This design comes from an exercise in tuning for small area on the open sky130 flow, not from production work.
Function was checked by simulation only, so behaviour that the tests miss may differ from the original.
Power is estimated from default activity; no workload was simulated.

==> design/flow/design.v <==
`default_nettype none
package fifo_net_pkg;
    localparam int DATA_W = 32;                      
    localparam int CTX_W  = 2;                       
    localparam logic [7:0] HOST_MAGIC = 8'h77;       
    localparam logic [1:0] TYPE_TLP  = 2'd0;         
    localparam logic [1:0] TYPE_CFG  = 2'd1;         
    localparam logic [1:0] TYPE_LOOP = 2'd2;
    localparam logic [1:0] TYPE_CMD  = 2'd3;
    localparam int CHAN_LOOP = 0;
    localparam int CHAN_CMD  = 1;
    localparam int NUM_CHAN  = 2;
    localparam logic [2*NUM_CHAN-1:0] CHAN_TAG = {2'b11, 2'b10};
    localparam int ADDR_RW_BIT       = 15;           
    localparam int ADDR_SHADOW_BIT   = 14;           
    localparam int RO_BITS           = 128;
    localparam int RW_BITS           = 128;
    localparam logic [15:0] RO_MAGIC = 16'hab89;
    localparam logic [15:0] RW_MAGIC = 16'hefcd;
    localparam int RW_POS_SENDCNT_EN = 17;           
    localparam int RW_POS_SENDCNT    = 32;           
    localparam logic [15:0] RESP_ADDR_SENDCNT = 16'hfffe;
endpackage
`default_nettype wire
`timescale 1ns/10ps
`default_nettype none
module ctl_regs #(
    parameter int VERSION_MAJOR = 0,
    parameter int VERSION_MINOR = 0,
    parameter int DEVICE_ID     = 0
) (
    input  wire                                 clk,
    input  wire                                 rst,
    input  wire                                 i_cmd_valid,
    input  wire [63:0]                          i_cmd,
    input  wire                                 i_resp_ready,
    output logic                                o_resp_valid,
    output logic [fifo_net_pkg::DATA_W-1:0]     o_resp
);
    localparam int BANK_BITS = (fifo_net_pkg::RO_BITS > fifo_net_pkg::RW_BITS) ?
                               fifo_net_pkg::RO_BITS : fifo_net_pkg::RW_BITS;
    localparam int IDX_W     = $clog2(BANK_BITS);
    localparam logic [fifo_net_pkg::RW_BITS-1:0] RW_INIT =
        {{(fifo_net_pkg::RW_BITS-16){1'b0}}, fifo_net_pkg::RW_MAGIC};
    logic [fifo_net_pkg::RO_BITS-1:0]    ro;
    logic [fifo_net_pkg::RW_BITS-1:0]    rw;
    logic [fifo_net_pkg::RO_BITS+15:0]   ro_ext;      
    logic [fifo_net_pkg::RW_BITS+15:0]   rw_ext;
    logic [15:0]                         cmd_addr;
    logic [17:0]                         bit_pos;     
    logic [IDX_W-1:0]                    bit_idx;
    logic                                f_rw;
    logic                                f_shadow;
    logic                                in_range;
    logic [15:0]                         rd_data;
    logic                                rd_cmd;
    logic                                wr_cmd;
    logic [15:0]                         send_cnt;
    logic                                cnt_fire;
    always_comb begin
        ro          = '0;
        ro[15:0]    = fifo_net_pkg::RO_MAGIC;                
        ro[63:32]   = 32'(fifo_net_pkg::RO_BITS / 8);        
        ro[71:64]   = 8'(VERSION_MAJOR);                     
        ro[79:72]   = 8'(VERSION_MINOR);                     
        ro[87:80]   = 8'(DEVICE_ID);                         
    end
    assign ro_ext = {16'h0000, ro};
    assign rw_ext = {16'h0000, rw};
    assign cmd_addr = i_cmd[31:16];
    assign bit_pos  = {cmd_addr[14:0], 3'b000};
    assign bit_idx  = bit_pos[IDX_W-1:0];
    assign f_rw     = cmd_addr[fifo_net_pkg::ADDR_RW_BIT];
    assign f_shadow = cmd_addr[fifo_net_pkg::ADDR_SHADOW_BIT];
    assign in_range = f_rw ? (bit_pos < fifo_net_pkg::RW_BITS)
                           : (bit_pos < fifo_net_pkg::RO_BITS);
    always_comb begin
        rd_data = 16'h0000;                                  
        if (in_range) begin
            if (f_rw) begin
                rd_data = rw_ext[bit_idx +: 16];
            end else begin
                rd_data = ro_ext[bit_idx +: 16];
            end
        end
    end
    assign rd_cmd = i_cmd_valid & i_cmd[12] & ~f_shadow;
    assign wr_cmd = i_cmd_valid & i_cmd[13] & ~f_shadow & f_rw;   
    assign send_cnt = rw[fifo_net_pkg::RW_POS_SENDCNT +: 16];
    assign cnt_fire = ~i_cmd_valid & i_resp_ready
                    & rw[fifo_net_pkg::RW_POS_SENDCNT_EN] & (send_cnt != 16'h0000);
    always_ff @(posedge clk) begin
        if (rst) begin
            rw           <= RW_INIT;
            o_resp_valid <= 1'b0;
        end else begin
            if (rd_cmd | cnt_fire) begin
                o_resp_valid <= 1'b1;
            end else if (i_resp_ready) begin
                o_resp_valid <= 1'b0;                        
            end
            if (cnt_fire) begin
                rw[fifo_net_pkg::RW_POS_SENDCNT +: 16] <= send_cnt - 16'd1;
            end else if (wr_cmd) begin
                for (int i = 0; i < 16; i++) begin
                    if (i_cmd[32 + i] && (int'(bit_pos) + i < fifo_net_pkg::RW_BITS)) begin
                        rw[int'(bit_idx) + i] <= i_cmd[48 + i];
                    end
                end
            end
        end
    end
    always_ff @(posedge clk) begin
        if (rd_cmd) begin
            o_resp <= {cmd_addr, rd_data};
        end else if (cnt_fire) begin
            o_resp <= {fifo_net_pkg::RESP_ADDR_SENDCNT, send_cnt};
        end
    end
endmodule
`default_nettype wire
`timescale 1ns/10ps
`default_nettype none
module rx_dispatch #(
    parameter int VERSION_MAJOR = 0,
    parameter int VERSION_MINOR = 0,
    parameter int DEVICE_ID     = 0
) (
    input  wire                                 clk,
    input  wire                                 rst,
    input  wire                                 i_rx_valid,
    input  wire [63:0]                          i_rx_data,
    output logic                                o_rx_ready,
    output logic                                o_loop_valid,
    output logic [fifo_net_pkg::DATA_W-1:0]     o_loop_data,
    output logic [fifo_net_pkg::CTX_W-1:0]      o_loop_ctx,
    input  wire                                 i_loop_ready,
    output logic                                o_cmd_valid,
    output logic [fifo_net_pkg::DATA_W-1:0]     o_cmd_data,
    output logic [fifo_net_pkg::CTX_W-1:0]      o_cmd_ctx,
    input  wire                                 i_cmd_ready
);
    logic                            loop_ready;
    logic                            cmd_ready;
    logic                            magic_ok;
    logic                            is_loop;
    logic                            is_cmd;
    logic                            cmd_valid;
    logic                            resp_valid;
    logic [fifo_net_pkg::DATA_W-1:0] resp;
    logic [1:0]                      rx_typ;
    assign loop_ready = i_loop_ready;
    assign cmd_ready  = i_cmd_ready;
    assign magic_ok   = (i_rx_data[7:0] == fifo_net_pkg::HOST_MAGIC);
    assign rx_typ     = i_rx_data[9:8];
    always_comb begin
        is_loop = 1'b0;
        is_cmd  = 1'b0;
        if (magic_ok) begin
            case (rx_typ)
                fifo_net_pkg::TYPE_LOOP: is_loop = 1'b1;
                fifo_net_pkg::TYPE_CMD:  is_cmd  = 1'b1;
                default: ;                                   
            endcase
        end
    end
    assign o_rx_ready = is_loop ? loop_ready : (is_cmd ? cmd_ready : 1'b1);
    assign cmd_valid = i_rx_valid & is_cmd & cmd_ready;
    assign o_loop_valid = i_rx_valid & is_loop;
    assign o_loop_data  = i_rx_data[63:32];
    assign o_loop_ctx   = i_rx_data[11:10];
    ctl_regs #(
        .VERSION_MAJOR (VERSION_MAJOR),
        .VERSION_MINOR (VERSION_MINOR),
        .DEVICE_ID     (DEVICE_ID)
    ) u_ctl_regs (
        .clk          (clk),
        .rst          (rst),
        .i_cmd_valid  (cmd_valid),
        .i_cmd        (i_rx_data),
        .i_resp_ready (cmd_ready),
        .o_resp_valid (resp_valid),
        .o_resp       (resp)
    );
    assign o_cmd_valid = resp_valid;
    assign o_cmd_data  = resp;
    assign o_cmd_ctx   = '0;
endmodule
`default_nettype wire
`timescale 1ns/10ps
`default_nettype none
module chan_fifo #(
    parameter int DEPTH = 4
) (
    input  wire                                 clk,
    input  wire                                 rst,
    input  wire                                 i_wr_valid,
    input  wire [fifo_net_pkg::DATA_W-1:0]      i_wr_data,
    input  wire [fifo_net_pkg::CTX_W-1:0]       i_wr_ctx,
    output logic                                o_wr_ready,
    output logic                                o_rd_valid,
    output logic [fifo_net_pkg::DATA_W-1:0]     o_rd_data,
    output logic [fifo_net_pkg::CTX_W-1:0]      o_rd_ctx,
    input  wire                                 i_rd_ready
);
    localparam int PTR_W = (DEPTH > 1) ? $clog2(DEPTH) : 1;
    localparam int CNT_W = $clog2(DEPTH + 1);
    logic [fifo_net_pkg::DATA_W-1:0] data_mem [DEPTH];
    logic [fifo_net_pkg::CTX_W-1:0]  ctx_mem  [DEPTH];
    logic [PTR_W-1:0]                wr_ptr;
    logic [PTR_W-1:0]                rd_ptr;
    logic [CNT_W-1:0]                count;
    logic                            push;
    logic                            pop;
    assign o_wr_ready = (count != CNT_W'(DEPTH));        
    assign o_rd_valid = (count != '0);                   
    assign o_rd_data  = data_mem[rd_ptr];
    assign o_rd_ctx   = ctx_mem[rd_ptr];
    assign push = i_wr_valid & o_wr_ready;
    assign pop  = o_rd_valid & i_rd_ready;
    always_ff @(posedge clk) begin
        if (push) begin
            data_mem[wr_ptr] <= i_wr_data;
            ctx_mem[wr_ptr]  <= i_wr_ctx;
        end
    end
    always_ff @(posedge clk) begin
        if (rst) begin
            wr_ptr <= '0;
            rd_ptr <= '0;
            count  <= '0;
        end else begin
            if (push) begin
                wr_ptr <= (wr_ptr == PTR_W'(DEPTH - 1)) ? '0 : wr_ptr + 1'b1;
            end
            if (pop) begin
                rd_ptr <= (rd_ptr == PTR_W'(DEPTH - 1)) ? '0 : rd_ptr + 1'b1;
            end
            if (push && !pop) begin
                count <= count + 1'b1;
            end else if (pop && !push) begin
                count <= count - 1'b1;
            end
        end
    end
endmodule
`default_nettype wire
`timescale 1ns/10ps
`default_nettype none
module tx_arbiter (
    input  wire                                                 clk,
    input  wire                                                 rst,
    input  wire  [fifo_net_pkg::NUM_CHAN-1:0]                   i_chan_valid,
    input  wire  [fifo_net_pkg::NUM_CHAN*fifo_net_pkg::DATA_W-1:0] i_chan_data,
    input  wire  [fifo_net_pkg::NUM_CHAN*fifo_net_pkg::CTX_W-1:0]  i_chan_ctx,
    output logic [fifo_net_pkg::NUM_CHAN-1:0]                   o_chan_ready,
    output logic                                                o_tx_valid,
    input  wire                                                 i_tx_ready,
    output logic [fifo_net_pkg::DATA_W-1:0]                     o_tx_data,
    output logic [1:0]                                          o_tx_tag,
    output logic [fifo_net_pkg::CTX_W-1:0]                      o_tx_ctx
);
    localparam int SEL_W = (fifo_net_pkg::NUM_CHAN > 1) ? $clog2(fifo_net_pkg::NUM_CHAN) : 1;
    logic [fifo_net_pkg::NUM_CHAN-1:0]  valid_v;
    logic [SEL_W-1:0]                   pick;
    logic [SEL_W-1:0]                   grant;
    logic [SEL_W-1:0]                   grant_q;
    logic                               stall_q;
    assign valid_v = i_chan_valid;
    for (genvar g = 0; g < fifo_net_pkg::NUM_CHAN; g++) begin : g_tap
        assign o_chan_ready[g] = i_tx_ready & (grant == SEL_W'(g));
    end
    always_comb begin
        pick = '0;
        for (int i = fifo_net_pkg::NUM_CHAN - 1; i >= 0; i--) begin
            if (valid_v[i]) begin
                pick = SEL_W'(i);
            end
        end
    end
    assign grant = stall_q ? grant_q : pick;             
    assign o_tx_valid = valid_v[grant];
    assign o_tx_data  = i_chan_data[grant*fifo_net_pkg::DATA_W +: fifo_net_pkg::DATA_W];
    assign o_tx_ctx   = i_chan_ctx[grant*fifo_net_pkg::CTX_W +: fifo_net_pkg::CTX_W];
    assign o_tx_tag   = fifo_net_pkg::CHAN_TAG[grant*2 +: 2];
    always_ff @(posedge clk) begin
        if (rst) begin
            stall_q <= 1'b0;
            grant_q <= '0;
        end else begin
            stall_q <= o_tx_valid & ~i_tx_ready;
            grant_q <= grant;
        end
    end
endmodule
`default_nettype wire
`timescale 1ns/10ps
`default_nettype none
module fifo_net_top #(
    parameter int FIFO_DEPTH    = 4,
    parameter int VERSION_MAJOR = 4,
    parameter int VERSION_MINOR = 14,
    parameter int DEVICE_ID     = 3
) (
    input  wire                                 clk,
    input  wire                                 rst,
    input  wire                                 i_rx_valid,
    output logic                                o_rx_ready,
    input  wire [63:0]                          i_rx_data,
    output logic                                o_tx_valid,
    input  wire                                 i_tx_ready,
    output logic [fifo_net_pkg::DATA_W-1:0]     o_tx_data,
    output logic [1:0]                          o_tx_tag,
    output logic [fifo_net_pkg::CTX_W-1:0]      o_tx_ctx
);
    localparam int NC = fifo_net_pkg::NUM_CHAN;
    localparam int DW = fifo_net_pkg::DATA_W;
    localparam int CW = fifo_net_pkg::CTX_W;
    logic [NC-1:0]      rx_valid;
    logic [NC*DW-1:0]   rx_data;
    logic [NC*CW-1:0]   rx_ctx;
    logic [NC-1:0]      rx_ready;
    logic [NC-1:0]      tx_valid;
    logic [NC*DW-1:0]   tx_data;
    logic [NC*CW-1:0]   tx_ctx;
    logic [NC-1:0]      tx_ready;
    rx_dispatch #(
        .VERSION_MAJOR (VERSION_MAJOR),
        .VERSION_MINOR (VERSION_MINOR),
        .DEVICE_ID     (DEVICE_ID)
    ) u_rx_dispatch (
        .clk          (clk),
        .rst          (rst),
        .i_rx_valid   (i_rx_valid),
        .i_rx_data    (i_rx_data),
        .o_rx_ready   (o_rx_ready),
        .o_loop_valid (rx_valid[fifo_net_pkg::CHAN_LOOP]),
        .o_loop_data  (rx_data[fifo_net_pkg::CHAN_LOOP*DW +: DW]),
        .o_loop_ctx   (rx_ctx[fifo_net_pkg::CHAN_LOOP*CW +: CW]),
        .i_loop_ready (rx_ready[fifo_net_pkg::CHAN_LOOP]),
        .o_cmd_valid  (rx_valid[fifo_net_pkg::CHAN_CMD]),
        .o_cmd_data   (rx_data[fifo_net_pkg::CHAN_CMD*DW +: DW]),
        .o_cmd_ctx    (rx_ctx[fifo_net_pkg::CHAN_CMD*CW +: CW]),
        .i_cmd_ready  (rx_ready[fifo_net_pkg::CHAN_CMD])
    );
    for (genvar g = 0; g < NC; g++) begin : g_chan
        chan_fifo #(
            .DEPTH (FIFO_DEPTH)
        ) u_chan_fifo (
            .clk        (clk),
            .rst        (rst),
            .i_wr_valid (rx_valid[g]),
            .i_wr_data  (rx_data[g*DW +: DW]),
            .i_wr_ctx   (rx_ctx[g*CW +: CW]),
            .o_wr_ready (rx_ready[g]),
            .o_rd_valid (tx_valid[g]),
            .o_rd_data  (tx_data[g*DW +: DW]),
            .o_rd_ctx   (tx_ctx[g*CW +: CW]),
            .i_rd_ready (tx_ready[g])
        );
    end
    tx_arbiter u_tx_arbiter (
        .clk          (clk),
        .rst          (rst),
        .i_chan_valid (tx_valid),
        .i_chan_data  (tx_data),
        .i_chan_ctx   (tx_ctx),
        .o_chan_ready (tx_ready),
        .o_tx_valid   (o_tx_valid),
        .i_tx_ready   (i_tx_ready),
        .o_tx_data    (o_tx_data),
        .o_tx_tag     (o_tx_tag),
        .o_tx_ctx     (o_tx_ctx)
    );
endmodule
`default_nettype wire
==> design/flow/run.sh <==
#!/bin/bash
# synth_recipe.tcl (not shown) runs the flow's synth.tcl, then flattens the netlist and writes it again
# the make line also repeats each setting of config.mk as NAME=value (left out here)
make -C /OpenROAD-flow-scripts/flow DESIGN_CONFIG=/design/flow/config.mk WORK_HOME=/design/flow/orfs CLKGATE_MAP_FILE= SYNTH_SCRIPT=/design/flow/synth_recipe.tcl finish
==> design/flow/config.mk <==
export PLATFORM = sky130hd
export DESIGN_NAME = fifo_net_top
export DESIGN_NICKNAME = fifo_net_top
export VERILOG_FILES = /design/flow/design.v
export SDC_FILE = /design/flow/constraint.sdc
export NUM_CORES = 4
export LEC_CHECK = 0
export CAP_MARGIN = 20
export CORE_MARGIN = 2
export CORE_UTILIZATION = 40
export SLEW_MARGIN = 20
==> design/flow/constraint.sdc <==
create_clock -name core_clock -period 6.0 [get_ports {clk}]
set_input_delay 1.2000 -clock core_clock [delete_from_list [all_inputs] [get_ports {clk}]]
set_output_delay 1.2000 -clock core_clock [all_outputs]
set_load 0.01 [all_outputs]
==> run summary <==
initial drt markers=about 2.5k; post-CTS setup buffers=0; post-synthesis async set-or-reset flop share=0; TritonCTS clock tree=done; clock network fraction of total power=0.416; pin count of the biggest net entering global routing=96; Post-Place Cell Area=25800 um2; type of destination of the critical path=output port; register clock-pin slew on the reported worst setup and hold paths=0.06 ns; core area=59020 um2; Post-layout nets=2335; Post-Syn Instances=2182; Worst setup endpoint=o_tx_data[18]; time the worst path needs with I/O delays and setup=4.466 ns; FMAX=about 220 MHz; number of hold violations in the final report=0; most instantiated flip-flop cell in the synthesis netlist=edfxtp_1; Syn Area/Cell=10.93 um2; count of maximum capacitance violations=0; distinct cell type count after synthesis=93; category of the worst setup path launch point=flip-flop; average detailed-routed wire length per instance=30.41 um; Ys Warns=4; area of all placed cells without fillers=27460 um2; Yosys reg bits=445; Combinational Power Share=0.131; final count of negative-setup-slack endpoints=0; worst r2r path cells=10; GRT Residual Overflow=0; routed wire length=around 93 mm; Post-Place Worst Slack=about 1.3 ns; buffer type at the clock tree root=clkbuf_16; H-tree Lvls=2; sequential-to-total area share from yosys stat=0.4976; clock buffer count from CTS=48; total internal power=0.005482 W; hold_buf cts=0; Area Growth Syn to Fin=15.12%; stage delay of the slowest cell on the critical path=0.92 ns; routed vias/inst=6.699; post-route worst setup slack=about 1.5 ns; switching portion of total power=0.2553; status=timing/DRC/antenna clean; setup repair after global routing missed its margin=false; number of antenna violations at the first check in global routing=4; crit path max fanout=23; count of flip-flops with a built-in enable after synthesis=296; share of the clock period used by the worst path after layout=0.7444; Pins Over Slew Limit=0; portion of total power attributed to sequential cells=0.453; cell area power density=268.1 nW/um2; x dimension of the die=248.2 um; antenna viol nets, final=0; Placement Rows=89; worst-skew pair later-pin latency=0.62 ns; CP Cell Sequence=buf_4 > mux4_2 > mux2_2 > clkdlybuf4s50_1; fraction of final layout cells sized beyond drive strength 1=0.1561; die area=61610 um2; kind of path behind the tightest hold check=flip-flop to flip-flop; die height=248.2 um; final non-filler cell total=approximately 3.1k; critical path class=flip-flop to output port; Resized cells post-CTS=0; Total GRT Usage=0.2988; Slew Limit Headroom=0.2302; Final GP Congestion=0.9952; data arrival time at the worst-slack endpoint=3.27 ns; reg2reg start=g_chan[1].u_chan_fifo.count[0]; number of sinks on the clock net=445; WP depth=4; slack of the worst reg-to-reg path=2.81 ns; Post-Route Setup TNS=0 ns; power spent charging and discharging nets=between 0.0015 and 0.002 W; leak pwr=between 8 and 9 nW; count of unresolved DRC violations after routing=0; via count of the first global-routing pass=19.66k; Initial Utilization=0.4042; Slew @ Worst Pin=1.146 ns; total instance count after detailed placement=2963; Max Buffers Root-to-Sink=3; setup skew after layout=0.02741 ns; total buffers and inverters traversed by the critical path=2; via count=20.47k; maximum ir drop on the vdd rail=~0.00027 V; required arrival time at the worst endpoint=approximately 4.8 ns; input/output buffers=between 100 and 150; worst flop-to-flop path endpoint=g_chan[1].u_chan_fifo.count[2]; wire length of the first global-routing pass=134.3 mm; slowest CP cell=dfxtp_2; Boundary Pins=106; combined area of all synthesized cells=23860 um2; cell family with the largest share of critical-path delay=flip-flops; net count after synthesis=2276; DP HPWL=62.26 mm; DR pass1 iterations=8
[power groups by stage]
| stage | Clock (W) | Sequential, W | Combinational, W |
|---|---|---|---|
| 2_1_floorplan | 0 | 0.00334 | 0.000552 |
| 3_3_place_gp | 0 | 0.00340 | 0.000933 |
| 3_5_place_dp | 0 | 0.00341 | 0.000942 |
| 4_1_cts | 0.00310 | 0.00334 | 0.000947 |
| 5_1_grt | 0.00323 | 0.00335 | 0.00101 |
| 6_report | 0.00306 | 0.00333 | 0.000964 |
[flip-flops by register name, indices dropped and copies added (netlist names), named ones only]
name / cells
g_chan.u_chan_fifo.data_mem: 256
u_rx_dispatch.u_ctl_regs.rw: 127
u_rx_dispatch.u_ctl_regs.o_resp: 32
g_chan.u_chan_fifo.ctx_mem: 8
g_chan.u_chan_fifo.count: 6
g_chan.u_chan_fifo.rd_ptr: 4
g_chan.u_chan_fifo.wr_ptr: 4
u_rx_dispatch.u_ctl_regs.o_resp_valid: 1
u_tx_arbiter.grant_q: 1
u_tx_arbiter.stall_q: 1
[logic make-up after synthesis]
kind of cell | Yosys count | share of synthesized area
AO/OA/AOI/OAI | 664 | 0.1953
AND/OR/NAND/NOR | 643 | 0.1341
flip-flops | 445 | 0.4976
buffers and inverters | 211 | 0.03629
multiplexers | 184 | 0.1193
adder cells (fa/ha/maj) | 26 | 0.01427
XOR/XNOR | 8 | 0.002937
other | 1 | 0.0001572
[routing by layer]
metal  routed length, um  up-vias  track usage
met3                9699      312      0.06927
met2               40390     1307       0.4476
met4                5307        2       0.1509
met1               37520    10120       0.4053
li1                    -     8728            -
met5                  13        -            0
[layout by cell type (no fill, tap or decap), types with 15 or more instances in the layout]
cell and count:
nand4_1 33, a31oi_1 38, a21oi_1 93, a32o_1 15, dfxtp_1 146, o211ai_1 77, mux2i_1 65, clkdlybuf4s50_1 97
a32oi_1 57, a211o_1 43, nor2_1 123, nand2_1 234, a211oi_1 36, o22ai_1 21, inv_1 32, mux4_2 76
and2_1 17, or2_2 17, o21ai_0 134, or3_1 17, edfxtp_1 296, buf_4 83, mux2_2 43, o31ai_1 15
nor3_1 40, ha_1 24, a22oi_1 19, clkbuf_16 49, nand3_1 53
[cells in the mapped netlist (43+ instances only)]
master      n  share of area
dfxtp_1   149           0.13
o21ai_0   134          0.028
mux2i_1    65          0.027
o211ai_1   77          0.024
nor2_1    126          0.020
a32oi_1    57          0.021
a211o_1    43          0.016
edfxtp_1  296           0.37
clkbuf_1  129          0.020
mux4_2     76          0.072
nand3_1    53          0.011
nand2_1   236          0.037
mux2_2     43          0.020
a21oi_1    93          0.020
[final cells by class]
class	instances	area [um2]
Clock buffer	64	1363
Timing Repair Buffer	187	1689
Tap cell	773	967.2
Sequential cell	445	11880
Multi-Input combinational cell	1526	11170
Clock inverter	25	264.0
Antenna cell	3	7.507
Fill cell	5369	31560
Inverter	33	123.9
[metrics by stage]
step | hold WS (ns) | utilization | power [W]
after floorplan | 0.4408 | - | 0.003893
after global placement | 0.4647 | 0.4372 | 0.004336
after detailed placement | 0.4827 | 0.4372 | 0.004348
after CTS | 0.4922 | 0.4647 | 0.007387
after global routing | 0.5204 | 0.4653 | 0.007586
final | 0.4890 | 0.4653 | 0.007362
[worst min-delay path by stage]
stage / from / cells past startpoint / end
final: u_rx_dispatch.u_ctl_regs.o_resp[11] / 0 / g_chan[1].u_chan_fifo.data_mem[2][11]
after global routing: g_chan[0].u_chan_fifo.count[2] / 2 / g_chan[0].u_chan_fifo.count[2]
after CTS: u_rx_dispatch.u_ctl_regs.rw[104] / 2 / u_rx_dispatch.u_ctl_regs.rw[104]
after detailed placement: u_rx_dispatch.u_ctl_regs.rw[30] / 2 / u_rx_dispatch.u_ctl_regs.rw[30]
after global placement: u_rx_dispatch.u_ctl_regs.o_resp[28] / 0 / g_chan[1].u_chan_fifo.data_mem[3][28]
after floorplan: flip-flop / 2 / flip-flop

-- separate check: timing with driven ports --
The flow's constraints put no driver on any port. The routed layout listed below was extracted and timed again, unchanged, in two steps. Step 1: set_driving_cell puts a clkbuf_16 on clk and a buf_2 on each other input, an assumption about the parent block. Step 2 also shifts input and output timing later by t, the mid clock arrival at the registers, as if the neighbouring blocks saw the same clock. Three values: ideal, step 1, step 2; two values: the first two.
t, ns: 0.666
slack for setup (ns): 1.534 / 1.476 / 1.023
latest minus earliest clock arrival (ns): 0.028 / 0.028
worst register clock-pin slew, ns: 0.07 / 0.07
worst data-port slew with drivers (ns): 0.08
After both steps this run still meets setup and hold. For this run, drivers alone change the setup slack by -0.058 ns; drivers and shift together by -0.511 ns.
